What follows belongs to an exercise in optimizing a design on an open flow for a short achievable clock period and few clock cycles per item; a production flow would make more cautious choices. The clock port is modelled as an ideal driver; clocking choices that lean on that would not hold on a real chip. Power and IR drop assume default switching activity.

the reference run:
Design edge_notify_backoff_logger, start of the top module:
module edge_notify_backoff_logger #(
	parameter int LOG_DEPTH = LOG_DEPTH_DEF
) (
	input  logic                  clk,
	input  logic                  arst_n,
	input  logic                  tick_valid,
	output logic                  tick_ready,
	input  logic [TIME_W-1:0]     tick_time_ms,
	input  logic                  tick_pin_level,
	output logic                  report_valid,
	input  logic                  report_ready,
	output logic                  report_type,
	output logic                  report_push_request,
	output logic                  report_led_state,
	output logic                  report_backoff_ended,
	output logic [CNT_W-1:0]      report_suppressed_count,
	output logic [CNT_W-1:0]      report_overrun_total,
	output logic [TIME_W-1:0]     report_log_time,
	output logic                  report_last,
	input  logic                  cfg_we,
	input  logic [CFG_IDX_W-1:0]  cfg_index,
	input  logic [CFG_DATA_W-1:0] cfg_data
);
	localparam int IW = 3;
	localparam int WW = 26;    
	localparam int BW = 1 + 1 + 1 + 1 + CNT_W + CNT_W + TIME_W + 1;
	function automatic logic [CNT_W-1:0] sat_inc(input logic [CNT_W-1:0] v);
		sat_inc = (v == CNT_MAX) ? v : v + 1'b1;
	endfunction
	logic              en_q;
	logic              rise_q;
	logic [SECS_W-1:0] secs_q;
  ...
export LEC_CHECK = 0
export ABC_CLOCK_PERIOD_IN_PS = 2500
export CAP_MARGIN = 20
export CORE_MARGIN = 2
export CORE_UTILIZATION = 52
export PLACE_DENSITY = 0.7
export SETUP_SLACK_MARGIN = 5
export SLEW_MARGIN = 20
create_clock -name core_clock -period 8.0 [get_ports {clk}]
standard.sh (not shown) runs the stock make flow with config.mk's settings and CLKGATE_MAP_FILE= SYNTH_SCRIPT=/design/flow/synth_recipe.tcl, a recipe that flattens the netlist after the stock synthesis.
==> flow/flow/run.sh <==
#!/bin/bash
set -euo pipefail
here=$(pwd)
bash standard.sh SETUP_SLACK_MARGIN=5.8 PRE_CTS_TCL="$here/flow/pre_cts.tcl" finish > standard_finish.log 2>&1
==> flow/flow/pre_cts.tcl <==
# Move each flip-flop that drives an output port's buffer next to that
# buffer, then legalize the placement.
set block [ord::get_db_block]
set core [$block getCoreArea]
set cx [expr {([$core xMin] + [$core xMax]) / 2}]
set cy [expr {([$core yMin] + [$core yMax]) / 2}]
set moved 0
foreach bt [$block getBTerms] {
  if {[$bt getIoType] ne "OUTPUT"} { continue }
  set net [$bt getNet]
  if {$net eq "NULL"} { continue }
  set drv "NULL"
  foreach it [$net getITerms] {
    if {[$it isOutputSignal]} { set drv $it }
  }
  if {$drv eq "NULL"} { continue }
  set buf [$drv getInst]
  set in "NULL"
  foreach it [$buf getITerms] {
    if {[$it isInputSignal] && [$it getNet] ne "NULL"} { set in [$it getNet] }
  }
  if {$in eq "NULL"} { continue }
  set fdrv "NULL"
  foreach it [$in getITerms] {
    if {[$it isOutputSignal]} { set fdrv $it }
  }
  if {$fdrv eq "NULL"} { continue }
  set ff [$fdrv getInst]
  if {![[$ff getMaster] isSequential]} { continue }
  # only move a flop whose output feeds just this buffer and little else
  if {[llength [$in getITerms]] > 3} { continue }
  set bb [$buf getBBox]
  set bx [$bb xMin]
  set by [$bb yMin]
  # step from the buffer toward the core centre
  set dx [expr {$cx > $bx ? 1 : -1}]
  set dy [expr {$cy > $by ? 1 : -1}]
  set w [[$ff getMaster] getWidth]
  if {abs($cx - $bx) > abs($cy - $by)} {
    set nx [expr {$bx + $dx * ($w + 1000)}]
    set ny $by
  } else {
    set nx $bx
    set ny [expr {$by + $dy * 5440}]
  }
  $ff setLocation $nx $ny
  incr moved
}
puts "pre_cts: moved $moved output flip-flops next to their port buffers"
detailed_placement
The reference run closes out successfully: all stages finished, all timing, DRC and antenna checks passed.
Relative to the reference run, the following input files were edited for the trial run:
--- a/flow/design.v
+++ b/flow/design.v
@@ -118,13 +118,13 @@
 		if (p_load) begin
 			p_t      <= h_t;
 			p_p      <= h_p;
 			p_lo     <= {1'b0, h_t[15:0]} + {1'b0, win_q[15:0]};
 			p_tlo    <= {1'b0, h_t[15:0]} + 17'(DEBOUNCE_MS);
 			p_hi0    <= {1'b0, h_t[31:16]} + {7'b0, win_q[WW-1:16]};
-			p_hi1    <= {1'b0, h_t[31:16]} + {7'b0, win_q[WW-1:16]} + 17'd1;
+			p_hi1    <= {1'b0, h_t[31:16]} - ~{7'b0, win_q[WW-1:16]};
 			p_thi1   <= h_t[31:16] + 16'd1;
 			p_le_win <= h_t <= {6'b0, win_q};
 			p_lt_win <= h_t < {6'b0, win_q};
 		end
 	end
 	logic [16:0] p_hi;
[summary]
The final layouts of the trial run and the reference run pass the timing, DRC and antenna checks.
Delta (the trial run minus the reference run): count of routing violations after the opening detailed-route iteration now sits higher, post-synthesis to final-layout area growth went up 1.9 points.
Diff the reference run -> the trial run: first-pass iteration count of the detailed router -2, overall die height ~0 delta, initial core utilization +0.22 points, number of cells on the critical path -8.
Summary: first-pass GRT wire length, the trial run worse than the reference run
Global-route total usage across every layer ends up lower on the reference run.
[compare] base=the reference run new=the trial run: routed wire length went up, internal power component went up, total power went up, clock network fraction of design power went down.
For the reference run, the critical setup path kind was reg2reg, unlike the trial run, where it was reg2out.
No run of this note included a check of the RTL's function; only the layout flow was run.

-- afterwards: timing with drivers on the ports --
How much do the figures lean on ideal ports? The routed layouts below were timed once more, with nothing changed but the port constraints. Step 1 (the two cells are an assumption about what drives the block):
set clk [get_ports {clk}]
set_driving_cell -lib_cell sky130_fd_sc_hd__clkbuf_16 $clk
set_driving_cell -lib_cell sky130_fd_sc_hd__buf_2 [delete_from_list [all_inputs] $clk]
Step 2 adds t to the input delays and takes it off the output delays; t is the mean of the earliest and latest rising clock arrival at the registers after step 1. Input paths then give back, and output paths get back, about the clock's delay inside the block. Three values: no drivers, after step 1, after step 2; two values: the first two.
run | t, ns | setup slack, ns | worst data-port slew with drivers (ns) | pins driven straight from the clock port
the reference run | 0.709 | 5.112 / 5.112 / 5.112 | 0.06 | 1
the trial run | 0.703 | 5.189 / 5.125 / 5.210 | 0.06 | 1
After both steps every run listed still meets setup and hold.
